Source: an optimization exercise on an open RTL-to-GDS flow (aim: small area, a short achievable clock period and few clock cycles per item). Production flows keep margins and buffers that such runs may drop.
Function was checked by simulation only, so behaviour that the tests miss may differ from the original.
Power and IR drop assume default switching activity.

$ cat flow/config.mk
export PLATFORM = sky130hd
export DESIGN_NAME = conv_top
export DESIGN_NICKNAME = conv_top
export VERILOG_FILES = /design/flow/design.v
export SDC_FILE = /design/flow/constraint.sdc
export NUM_CORES = 4
export LEC_CHECK = 0
export CAP_MARGIN = 20
export CORE_MARGIN = 2
export CORE_UTILIZATION = 40
export SLEW_MARGIN = 20
$ cat flow/constraint.sdc
create_clock -name core_clock -period 8.0 [get_ports {clk}]
set_input_delay 1.6000 -clock core_clock [delete_from_list [all_inputs] [get_ports {clk}]]
set_output_delay 1.6000 -clock core_clock [all_outputs]
set_load 0.01 [all_outputs]
$ cat flow/design.v
`timescale 1ns/1ns
`default_nettype none
module scratchpad (
  input  logic clk,
  input  logic rst_n,
  input  logic if_req,
  input  logic if_op,
  input  logic [6-1:0] if_addr,
  input  logic [16-1:0] if_wdata,
  output logic if_ack,
  input  logic wt_req,
  input  logic wt_op,
  input  logic [6-1:0] wt_addr,
  input  logic [16-1:0] wt_wdata,
  output logic wt_ack,
  input  logic fd_req,
  input  logic fd_op,
  input  logic [6-1:0] fd_addr,
  input  logic [16-1:0] fd_wdata,
  output logic fd_ack,
  output logic [16-1:0] rdata
);
  localparam logic [1:0] SP_IDLE   = 2'd0;
  localparam logic [1:0] SP_ACCESS = 2'd1;
  localparam logic [1:0] SP_ACK    = 2'd2;
  logic [1:0] state_q;
  logic [1:0] gnt_q;   
  logic [1:0] pick;
  logic any_req;
  logic [2:0] req_vec;
  logic [1:0] ord0, ord1, ord2;
  logic sel_op;
  logic [6-1:0] sel_addr;
  logic [16-1:0] sel_wdata;
  logic [16-1:0] mem [0:48-1];
  logic [16-1:0] rdata_q;
  assign req_vec = {fd_req, wt_req, if_req};
  always_comb begin
    case (gnt_q)
      2'd0: begin ord0 = 2'd1; ord1 = 2'd2; ord2 = 2'd0; end
      2'd1: begin ord0 = 2'd2; ord1 = 2'd0; ord2 = 2'd1; end
      2'd2: begin ord0 = 2'd0; ord1 = 2'd1; ord2 = 2'd2; end
      default: begin ord0 = 2'd1; ord1 = 2'd2; ord2 = 2'd0; end
    endcase
    any_req = |req_vec;
    if (req_vec[ord0]) pick = ord0;
    else if (req_vec[ord1]) pick = ord1;
    else if (req_vec[ord2]) pick = ord2;
    else pick = gnt_q;
  end
  always_comb begin
    case (gnt_q)
      2'd0: begin sel_op = if_op; sel_addr = if_addr; sel_wdata = if_wdata; end
      2'd1: begin sel_op = wt_op; sel_addr = wt_addr; sel_wdata = wt_wdata; end
      default: begin sel_op = fd_op; sel_addr = fd_addr; sel_wdata = fd_wdata; end
    endcase
  end
  always_ff @(posedge clk or negedge rst_n) begin
    if (!rst_n) begin
      state_q <= SP_IDLE;
      gnt_q <= 2'd2;   
    end else begin
      case (state_q)
        SP_IDLE: if (any_req) begin
          gnt_q <= pick;
          state_q <= SP_ACCESS;
        end
        SP_ACCESS: state_q <= SP_ACK;
        SP_ACK: if (!req_vec[gnt_q]) state_q <= SP_IDLE;   
        default: state_q <= SP_IDLE;
      endcase
    end
  end
  always_ff @(posedge clk) begin
    if (state_q == SP_ACCESS) begin
      if (sel_op) mem[sel_addr] <= sel_wdata;
      rdata_q <= mem[sel_addr];
    end
  end
  assign if_ack = (state_q == SP_ACK) && (gnt_q == 2'd0);
  assign wt_ack = (state_q == SP_ACK) && (gnt_q == 2'd1);
  assign fd_ack = (state_q == SP_ACK) && (gnt_q == 2'd2);
  assign rdata = rdata_q;
endmodule
`default_nettype wire
`timescale 1ns/1ns
`default_nettype none
module tile_loader #(
  parameter int BASE = 0,
  parameter int WORDS = 16
) (
  input  logic clk,
  input  logic rst_n,
  input  logic [16-1:0] dat,
  input  logic vld,
  output logic rdy,
  output logic bus_req,
  output logic bus_op,
  output logic [6-1:0] bus_addr,
  output logic [16-1:0] bus_wdata,
  input  logic bus_ack,
  output logic tile_full,
  input  logic tile_release
);
  localparam int CW = $clog2(WORDS + 1);
  logic [CW-1:0] cnt_q;   
  logic busy_q;
  assign tile_full = (cnt_q == CW'(WORDS));
  assign bus_op = 1'b1;   
  always_ff @(posedge clk or negedge rst_n) begin
    if (!rst_n) begin
      rdy <= 1'b1;
      busy_q <= 1'b0;
      cnt_q <= '0;
      bus_req <= 1'b0;
      bus_addr <= '0;
    end else if (tile_release) begin
      cnt_q <= '0;
      rdy <= 1'b1;
    end else if (vld && rdy) begin
      bus_req <= 1'b1;
      bus_addr <= 6'(BASE) + 6'(cnt_q);
      rdy <= 1'b0;
      busy_q <= 1'b1;
    end else if (bus_req && bus_ack) begin
      bus_req <= 1'b0;
    end else if (busy_q && !bus_req && !bus_ack) begin
      busy_q <= 1'b0;
      cnt_q <= cnt_q + 1'b1;
      rdy <= (cnt_q != CW'(WORDS - 1));
    end
  end
  always_ff @(posedge clk) begin
    if (vld && rdy) bus_wdata <= dat;
  end
endmodule
`default_nettype wire
`timescale 1ns/1ns
`default_nettype none
module array_feeder (
  input  logic clk,
  input  logic rst_n,
  output logic bus_req,
  output logic bus_op,
  output logic [6-1:0] bus_addr,
  output logic [16-1:0] bus_wdata,
  input  logic bus_ack,
  input  logic [16-1:0] bus_rdata,
  input  logic weights_full,
  input  logic ifmap_full,
  output logic tile_release,
  output logic weight_load,
  output logic [4*16-1:0] weight_row,
  output logic row_vld,
  output logic [4*16-1:0] row_data,
  input  logic [$clog2(8+1)-1:0] free_slots
);
  localparam int DIM = 4;
  localparam int W = 16;
  localparam int LAT = 2 * DIM;   
  localparam int IW = $clog2(8 * DIM);
  localparam logic [1:0] FD_IDLE    = 2'd0;
  localparam logic [1:0] FD_WEIGHTS = 2'd1;   
  localparam logic [1:0] FD_STREAM  = 2'd2;   
  localparam logic [1:0] FD_FINISH  = 2'd3;
  logic [1:0] state_q;
  logic [IW-1:0] idx_q;
  logic [DIM*W-1:0] pix_q;
  logic pix_ready_q;
  logic [LAT-1:0] launch_q;
  logic [2:0] inflight_q;
  logic bus_done;
  logic bus_free;
  logic credit_ok;
  logic go;
  assign bus_done = bus_req && bus_ack;
  assign bus_free = !bus_req && !bus_ack;
  assign credit_ok = {2'b00, free_slots} >= ({3'b000, inflight_q} << 2) + 6'd4;
  assign go = (state_q == FD_STREAM) && pix_ready_q && credit_ok;
  assign tile_release = (state_q == FD_FINISH);
  assign row_vld = launch_q[0];
  assign bus_op = 1'b0;   
  assign bus_wdata = '0;
  always_ff @(posedge clk or negedge rst_n) begin
    if (!rst_n) begin
      state_q <= FD_IDLE;
      idx_q <= '0;
      pix_ready_q <= 1'b0;
      weight_load <= 1'b0;
      bus_req <= 1'b0;
      bus_addr <= '0;
    end else begin
      weight_load <= 1'b0;
      case (state_q)
        FD_IDLE: if (weights_full && ifmap_full && inflight_q == '0) begin
          idx_q <= '0;
          state_q <= FD_WEIGHTS;
        end
        FD_WEIGHTS: begin
          if (bus_free) begin
            bus_req <= 1'b1;
            bus_addr <= 6'(0) + 6'({~idx_q[3:2], idx_q[1:0]});
          end
          if (bus_done) begin
            bus_req <= 1'b0;
            weight_load <= (idx_q[1:0] == 2'd3);
            idx_q <= idx_q + 1'b1;
            if (idx_q == IW'(DIM * DIM - 1)) begin
              idx_q <= '0;
              state_q <= FD_STREAM;
            end
          end
        end
        FD_STREAM: begin
          if (bus_free && !pix_ready_q) begin
            bus_req <= 1'b1;
            bus_addr <= 6'(16) + 6'(idx_q);
          end
          if (bus_done) begin
            bus_req <= 1'b0;
            idx_q <= idx_q + 1'b1;
            if (idx_q[1:0] == 2'd3) pix_ready_q <= 1'b1;
          end
          if (go) begin
            pix_ready_q <= 1'b0;
            if (idx_q == '0) state_q <= FD_FINISH;   
          end
        end
        FD_FINISH: state_q <= FD_IDLE;
        default: state_q <= FD_IDLE;
      endcase
    end
  end
  always_ff @(posedge clk) begin
    if (bus_done && state_q == FD_WEIGHTS) weight_row[idx_q[1:0]*W +: W] <= bus_rdata;
    if (bus_done && state_q == FD_STREAM) pix_q[idx_q[1:0]*W +: W] <= bus_rdata;
  end
  always_ff @(posedge clk or negedge rst_n) begin
    if (!rst_n) begin
      launch_q <= '0;
      inflight_q <= '0;
    end else begin
      launch_q <= {launch_q[LAT-2:0], go};
      inflight_q <= inflight_q + {2'b00, go} - {2'b00, launch_q[LAT-1]};
    end
  end
  for (genvar r = 0; r < DIM; r++) begin : g_skew
    logic [(r+1)*W-1:0] chain_q;
    if (r == 0) begin : g_first
      always_ff @(posedge clk) begin
        if (go) chain_q[W-1:0] <= pix_q[r*W +: W];
      end
    end else begin : g_more
      always_ff @(posedge clk) begin
        if (go) chain_q[W-1:0] <= pix_q[r*W +: W];
        chain_q[(r+1)*W-1:W] <= chain_q[r*W-1:0];
      end
    end
    assign row_data[r*W +: W] = chain_q[r*W +: W];
  end
endmodule
`default_nettype wire
`timescale 1ns/1ns
`default_nettype none
module systolic_array (
  input  logic clk,
  input  logic rst_n,
  input  logic weight_load,
  input  logic [4*16-1:0] weight_row,
  input  logic row_vld,
  input  logic [4*16-1:0] row_data,
  output logic [4*32-1:0] col_sum,
  output logic [4-1:0] col_vld
);
  localparam int DIM = 4;
  localparam int AW = 16;
  localparam int WW = 16;
  localparam int OW = 32;
  logic [DIM*DIM*WW-1:0] w_all;
  logic [DIM*DIM*AW-1:0] a_all;   
  logic [DIM*DIM*OW-1:0] s_all;   
  logic [DIM*DIM-1:0] v_all;
  for (genvar r = 0; r < DIM; r++) begin : g_row
    for (genvar c = 0; c < DIM; c++) begin : g_col
      logic [AW-1:0] a_in;
      logic [OW-1:0] s_in;
      logic [WW-1:0] w_in;
      logic v_in;
      logic [WW-1:0] w_q;
      logic [AW-1:0] a_q;
      logic [OW-1:0] s_q;
      logic v_q;
      if (c == 0) begin : g_left
        assign a_in = row_data[r*AW +: AW];
      end else begin : g_inner
        assign a_in = a_all[(r*DIM+c-1)*AW +: AW];
      end
      if (r == 0) begin : g_top
        assign s_in = '0;   
        assign w_in = weight_row[c*WW +: WW];
        if (c == 0) begin : g_corner
          assign v_in = row_vld;
        end else begin : g_edge
          assign v_in = v_all[c-1];   
        end
      end else begin : g_below
        assign s_in = s_all[((r-1)*DIM+c)*OW +: OW];
        assign w_in = w_all[((r-1)*DIM+c)*WW +: WW];
        assign v_in = v_all[(r-1)*DIM+c];
      end
      always_ff @(posedge clk) begin
        if (weight_load) w_q <= w_in;
        s_q <= s_in + OW'(a_in) * OW'(w_q);
      end
      if (c < DIM - 1) begin : g_pass
        always_ff @(posedge clk) a_q <= a_in;
      end else begin : g_nopass
        assign a_q = '0;
      end
      always_ff @(posedge clk or negedge rst_n) begin
        if (!rst_n) v_q <= 1'b0;
        else v_q <= v_in;
      end
      assign w_all[(r*DIM+c)*WW +: WW] = w_q;
      assign a_all[(r*DIM+c)*AW +: AW] = a_q;
      assign s_all[(r*DIM+c)*OW +: OW] = s_q;
      assign v_all[r*DIM+c] = v_q;
    end
  end
  for (genvar c = 0; c < DIM; c++) begin : g_out
    assign col_sum[c*OW +: OW] = s_all[((DIM-1)*DIM+c)*OW +: OW];
    assign col_vld[c] = v_all[(DIM-1)*DIM+c];
  end
endmodule
`default_nettype wire
`timescale 1ns/1ns
`default_nettype none
module ofmap_drain (
  input  logic clk,
  input  logic rst_n,
  input  logic [4*32-1:0] col_sum,
  input  logic [4-1:0] col_vld,
  output logic [32-1:0] ofmap_dat,
  output logic ofmap_vld,
  input  logic ofmap_rdy,
  output logic [$clog2(8+1)-1:0] free_slots
);
  localparam int DIM = 4;
  localparam int OW = 32;
  localparam int DEPTH = 8;
  localparam int PW = $clog2(DEPTH);
  localparam int FW = $clog2(DEPTH + 1);
  logic [DIM*OW-1:0] al_sum;
  logic [DIM-1:0] al_vld;
  logic [OW-1:0] mem [0:DEPTH-1];
  logic [PW-1:0] wr_q;
  logic [PW-1:0] rd_q;
  logic [FW-1:0] count_q;
  logic push;
  logic pop;
  for (genvar c = 0; c < DIM; c++) begin : g_deskew
    localparam int L = DIM - 1 - c;
    if (L == 0) begin : g_direct
      assign al_sum[c*OW +: OW] = col_sum[c*OW +: OW];
      assign al_vld[c] = col_vld[c];
    end else begin : g_delay
      logic [L*OW-1:0] d_q;
      logic [L-1:0] v_q;
      if (L == 1) begin : g_one
        always_ff @(posedge clk) d_q <= col_sum[c*OW +: OW];
        always_ff @(posedge clk or negedge rst_n) begin
          if (!rst_n) v_q <= '0;
          else v_q <= col_vld[c];
        end
      end else begin : g_chain
        always_ff @(posedge clk) d_q <= {d_q[(L-1)*OW-1:0], col_sum[c*OW +: OW]};
        always_ff @(posedge clk or negedge rst_n) begin
          if (!rst_n) v_q <= '0;
          else v_q <= {v_q[L-2:0], col_vld[c]};
        end
      end
      assign al_sum[c*OW +: OW] = d_q[(L-1)*OW +: OW];
      assign al_vld[c] = v_q[L-1];
    end
  end
  assign push = &al_vld;   
  assign pop = ofmap_vld && ofmap_rdy;
  always_ff @(posedge clk) begin
    if (push) begin
      for (int k = 0; k < DIM; k++) mem[wr_q + PW'(k)] <= al_sum[k*OW +: OW];   
    end
  end
  always_ff @(posedge clk or negedge rst_n) begin
    if (!rst_n) begin
      wr_q <= '0;
      rd_q <= '0;
      count_q <= '0;
    end else begin
      if (push) wr_q <= wr_q + PW'(DIM);
      if (pop) rd_q <= rd_q + 1'b1;
      count_q <= count_q + (push ? FW'(DIM) : '0) - FW'(pop);
    end
  end
  assign ofmap_dat = mem[rd_q];
  assign ofmap_vld = (count_q != '0);
  assign free_slots = FW'(DEPTH) - count_q;
endmodule
`default_nettype wire
`timescale 1ns/1ns
`default_nettype none
module conv_top (
  input  logic clk,
  input  logic rst_n,
  input  logic [16-1:0] ifmap_dat,
  input  logic ifmap_vld,
  output logic ifmap_rdy,
  input  logic [16-1:0] weights_dat,
  input  logic weights_vld,
  output logic weights_rdy,
  output logic [32-1:0] ofmap_dat,
  output logic ofmap_vld,
  input  logic ofmap_rdy
);
  localparam int DIM = 4;
  localparam int AW = 6;
  localparam int DW = 16;
  logic weights_full;
  logic ifmap_full;
  logic tile_release;
  logic weight_load;
  logic [DIM*16-1:0] weight_row;
  logic row_vld;
  logic [DIM*16-1:0] row_data;
  logic [DIM*32-1:0] col_sum;
  logic [DIM-1:0] col_vld;
  logic [$clog2(8+1)-1:0] free_slots;
  logic if_req, if_op, if_ack;
  logic [AW-1:0] if_addr;
  logic [DW-1:0] if_wdata;
  logic wt_req, wt_op, wt_ack;
  logic [AW-1:0] wt_addr;
  logic [DW-1:0] wt_wdata;
  logic fd_req, fd_op, fd_ack;
  logic [AW-1:0] fd_addr;
  logic [DW-1:0] fd_wdata;
  logic [DW-1:0] spad_rdata;
  scratchpad u_scratchpad (
    .clk(clk), .rst_n(rst_n),
    .if_req(if_req), .if_op(if_op), .if_addr(if_addr), .if_wdata(if_wdata), .if_ack(if_ack),
    .wt_req(wt_req), .wt_op(wt_op), .wt_addr(wt_addr), .wt_wdata(wt_wdata), .wt_ack(wt_ack),
    .fd_req(fd_req), .fd_op(fd_op), .fd_addr(fd_addr), .fd_wdata(fd_wdata), .fd_ack(fd_ack),
    .rdata(spad_rdata)
  );
  tile_loader #(.BASE(16), .WORDS(8 * DIM)) ifmap_loader (
    .clk(clk), .rst_n(rst_n),
    .dat(ifmap_dat), .vld(ifmap_vld), .rdy(ifmap_rdy),
    .bus_req(if_req), .bus_op(if_op), .bus_addr(if_addr), .bus_wdata(if_wdata), .bus_ack(if_ack),
    .tile_full(ifmap_full), .tile_release(tile_release)
  );
  tile_loader #(.BASE(0), .WORDS(DIM * DIM)) weight_loader (
    .clk(clk), .rst_n(rst_n),
    .dat(weights_dat), .vld(weights_vld), .rdy(weights_rdy),
    .bus_req(wt_req), .bus_op(wt_op), .bus_addr(wt_addr), .bus_wdata(wt_wdata), .bus_ack(wt_ack),
    .tile_full(weights_full), .tile_release(tile_release)
  );
  array_feeder u_feeder (
    .clk(clk), .rst_n(rst_n),
    .bus_req(fd_req), .bus_op(fd_op), .bus_addr(fd_addr), .bus_wdata(fd_wdata),
    .bus_ack(fd_ack), .bus_rdata(spad_rdata),
    .weights_full(weights_full), .ifmap_full(ifmap_full), .tile_release(tile_release),
    .weight_load(weight_load), .weight_row(weight_row),
    .row_vld(row_vld), .row_data(row_data), .free_slots(free_slots)
  );
  systolic_array u_array (
    .clk(clk), .rst_n(rst_n),
    .weight_load(weight_load), .weight_row(weight_row),
    .row_vld(row_vld), .row_data(row_data),
    .col_sum(col_sum), .col_vld(col_vld)
  );
  ofmap_drain u_drain (
    .clk(clk), .rst_n(rst_n),
    .col_sum(col_sum), .col_vld(col_vld),
    .ofmap_dat(ofmap_dat), .ofmap_vld(ofmap_vld), .ofmap_rdy(ofmap_rdy),
    .free_slots(free_slots)
  );
endmodule
`default_nettype wire
$ cat flow/run.sh
#!/bin/bash
# synth_recipe.tcl (not shown) runs the flow's synth.tcl, then flattens the netlist and writes it again
# the make line also repeats each setting of config.mk as NAME=value (left out here)
make -C /OpenROAD-flow-scripts/flow DESIGN_CONFIG=/design/flow/config.mk WORK_HOME=/design/flow/orfs CLKGATE_MAP_FILE= SYNTH_SCRIPT=/design/flow/synth_recipe.tcl finish
==> impl_results.md <==
* Worst R2R Start: u_array.g_row[1].g_col[2].a_q[11]
* Max Used Layer: met5
* Most used DFF post-synth: edfxtp_1
* Layout cells sized above 1 at 4.38%
* Worst Hold Class: reg -> reg
* LEAKAGE at 114 nW
* RSZ-0062 raised after global routing: no
* FMAX at 144 MHz
* Skew-Pair Late Insertion Delay at 1.00 ns
* Async S/R FF share, synth at 2.60%
* Sequential area share after synthesis at 30.0%
* Final Power at 53.5 mW
* Inst Count DP at 28400
* Metal2 WL at 265000 um
* Layout Cells excl Fill at 29000
* First-pass GRT wire length at 901000 um
* Largest net degree at the start of global routing at 124
* Hold Violations, Final at 0
* Crit path capture type: register
* Slew Limit Fails at 0
* Adder-cell share of the synthesized area at 40.2%
* Die X at 752 um
* ANT nets after route at 0
* Status: complete, no violations
* CTS root buffer: clkbuf_16
* Worst r2r path cells at 21
* Post-synth EDFFs at 1520
* Height of the die at 752 um
* CTS tree: done
* GRT Residual Overflow at 0
* Worst-path clk slew at 0.06 ns
* Final setup margin at 1.07 ns
* Fillers at 52600
* Ys Warns at 6
* Rows at 274
* Simple-gate share of the synthesized area at 12.0%
* Vias at 143000
* Final Util at 43.7%
* Mapped Nets at 26500
* Synth Cell Area at 224000 um^2
* Post-CTS Setup Bufs at 0
* Residual DRC at 0
* H-tree depth at 5
* Clock Tree Buf Depth at 4
* Initial DRC count at 9561
* Initial core utilization at 40.2%
* Pwr Density at 220 nW/um^2
* Hold Path Depth at 0
* Startpoint types: register
* Total negative slack at 0 ns
* Synth unique cells at 101
* Final #Nets at 26400
* Total global-route track usage at 20.3%
* Die area at 566000 um^2
* Core Area at 557000 um^2
* First-pass detailed-route iteration total at 8
* Post-Synth XOR/XNOR Area at 1.84%
* Initial antenna violation count at 27
* WL met3 at 31500 um
* Maxcap violations at 0
* Worst endpoint required time at 8.84 ns
* Worst Skew at 0.100 ns
* Reg-to-reg endpoint: u_array.g_row[1].g_col[3].s_q[31]
* Crit path kind: reg -> reg
* Avg Cell Area, Syn at 10.5 um^2
* Critical Path AT at 7.77 ns
* Number of global-route vias before repair at 154000
* Compound-gate portion of the synthesized area at 5.18%
* Area Growth Syn to Fin at 8.62%
* HP Start: u_feeder.g_skew[3].chain_q[25]
* Dpl ws at 1.08 ns
* IO Count at 72
* DRT Wirelength at 569000 um
* Number of gates resized after cts at 0
* Worst Tran Pin Value at 1.20 ns
* Post-DP HPWL at 438000 um
* Port Buf Inserts at 71
* Final setup viols at 0
* WL per Instance at 19.6 um
* Post-DR vias/cell at 4.92
* Mux cell area share after synthesis at 0.953%
* Total CTS buffers at 288
* # hold bufs at CTS at 0
* Worst-path maximum fanout at 16
* Minimum clock period at 6.93 ns
* Cells after Synth at 21400
* Flop2flop setup slack at 1.07 ns
* Fin crit share at 86.7%
* # clock sinks at 2579
* #FFs+latches synth at 2579
* Headroom to the max-slew limit at 19.7%
* Maximum vdd drop at 0.273 mV
* Main combinational cell family by area after synthesis: adder cells
* Hold path endpoint: u_feeder.g_skew[3].chain_q[41]
* Final GP Congestion at 0.876
* M1 wire length at 250000 um
==> cell type report <==
| cell class | count | area, um^2 | area share (%) |
|---|---|---|---|
| multi-input cells | 13000 | 135000 | 55.5 |
| flip-flops and latches | 2579 | 67200 | 27.6 |
| inverters | 5107 | 19200 | 7.88 |
| well taps | 7452 | 9320 | 3.83 |
| clock buffers | 361 | 7730 | 3.18 |
| repair buffers | 309 | 2580 | 1.06 |
| clock inverters | 168 | 1920 | 0.790 |
| diodes | 95 | 238 | 0.0977 |
==> logic make-up (layout without fill, tap and decap cells) <==
family | count (synthesis) | in the layout
AO/OA/AOI/OAI | 1721 | 1721
XOR/XNOR | 470 | 470
adder cells (fa/ha/maj) | 5115 | 5115
buffers and inverters | 5817 | 5945
flip-flops | 2579 | 2579
multiplexers | 128 | 128
other | 0 | 95
AND/OR/NAND/NOR | 5539 | 5539
==> per-layer routing <==
metal  up-vias  global-route usage, %
met5         -                      0
met2      3770                   33.5
met4         8                   7.26
li1      65200                      -
met1     73100                   27.5
met3       794                   2.56
==> metrics by stage <==
stage | hold slack, ns | cell area [um^2]
after detailed placement | 0.312 | 233000
after floorplan | 0.310 | 224000
after global placement | 0.310 | 233000
final | 0.306 | 243000
after global routing | 0.306 | 243000
after CTS | 0.302 | 243000
==> power by group <==
group / leakage [nW] / internal [mW] / switching [mW] / total [mW]
combinational: 86.2 / 8.12 / 13.8 / 22.0
sequential: 23.0 / 16.7 / 1.27 / 18.0
clock: 4.67 / 7.71 / 5.91 / 13.6
==> cells in the final DEF (no fill, tap or decap), types with 45 or more instances in the layout <==
cell	count
inv_1	5107
fa_1	3478
nand2_1	2728
and2_1	1965
ha_1	1634
edfxtp_1	1520
dfxtp_1	986
a21oi_1	408
xnor2_1	359
o21ai_0	341
clkbuf_16	292
nor2_1	261
buf_4	231
a21o_1	201
nand3_1	198
a221oi_1	134
xor2_1	111
diode_2	95
a211oi_1	77
clkdlybuf4s50_1	70
mux4_2	64
o21bai_1	63
nor3_1	61
dfrtp_1	61
nor2b_1	60
o21a_1	59
nand2b_1	56
clkbuf_1	53
a31oi_1	47
and3_1	45
==> sequential cells by signal, indices dropped and copies added (netlist names), 16 cells and up <==
signal,count
u_scratchpad.mem,768
u_array.g_row.g_col.s_q,512
u_array.g_row.g_col.w_q,256
u_drain.mem,256
u_array.g_row.g_col.a_q,192
u_drain.g_deskew.g_delay.d_q,192
u_feeder.g_skew.chain_q,160
u_feeder.pix_q,64
u_feeder.weight_row,64
ifmap_loader.bus_wdata,16
u_scratchpad.rdata_q,16
weight_loader.bus_wdata,16
==> how the worst max path moves through the flow <==
stage / startpoint / to / slack, ns / cells after the start
6_report: u_array.g_row[1].g_col[2].a_q[11] / u_array.g_row[1].g_col[3].s_q[31] / 1.07 / 21
4_1_cts: u_array.g_row[1].g_col[2].a_q[11] / u_array.g_row[1].g_col[3].s_q[31] / 1.05 / 21
3_5_place_dp: u_array.g_row[1].g_col[0].a_q[9] / u_array.g_row[1].g_col[1].s_q[24] / 1.08 / 19
3_3_place_gp: u_array.g_row[1].g_col[0].a_q[8] / u_array.g_row[1].g_col[1].s_q[28] / 1.01 / 18
2_1_floorplan: u_drain.count_q[1] / u_feeder.inflight_q[2] / 1.39 / 9
5_1_grt: u_array.g_row[2].g_col[3].w_q[1] / u_array.g_row[2].g_col[3].s_q[31] / 0.70 / 21
==> Yosys cell counts (all sizes together) (142+ instances only) <==
library cell | instances | area share (%)
nand2 | 2730 | 4.6
and2 | 1971 | 5.5
o21ai | 369 | 0.83
a21o | 201 | 0.67
fa | 3478 | 31
clkbuf | 620 | 1.0
xnor2 | 359 | 1.4
edfxtp | 1520 | 20
a21oi | 413 | 0.93
a221oi | 142 | 0.59
dfxtp | 992 | 8.9
inv | 5107 | 8.6
ha | 1636 | 9.1
nand3 | 198 | 0.44
nor2 | 297 | 0.50
==> critical path, stage by stage (launching register included) <==
cell,delay [ns]
dfxtp_1,0.90
nand2_1,0.18
fa_1,0.54
fa_1,0.52
fa_1,0.52
inv_1,0.06
fa_1,0.49
fa_1,0.49
inv_1,0.05
fa_1,0.47
inv_1,0.04
ha_1,0.33
a21o_1,0.18
a21oi_1,0.17
nor2b_1,0.07
a31oi_1,0.13
o31ai_1,0.15
o41ai_2,0.47
o31a_1,0.37
o21a_1,0.23
nor4_1,0.08
a311o_1,0.34
Testbench counts, summed over its fixed seeds: cycles 59,736, jobs 128.

[port drivers added, routing unchanged]
In the flow no input, the clock included, has a driving cell. The finished layout below was timed again as built, in two steps.
Step 1 assumes that a clkbuf_16 drives the clock port and a buf_2 every other input.
Step 2 times the ports against the registers' clock, not the clock port: input delays grow and output delays shrink by t, the midpoint of the rising clock arrivals with the driver on.
a / b / c = ideal / step 1 / step 2; a / b = the first two.
shift t [ns]: 1.067
setup slack, ns: 1.066 / 1.066 / 1.066
slew at the worst register clock pin (ns): 0.07 / 0.07
worst slew at a driven data input, ns: 0.07
pins driven straight from the clock port: 1
After both steps this run still meets setup and hold. For this run, drivers alone change the setup slack by 0.000 ns; drivers and shift together by 0.000 ns.
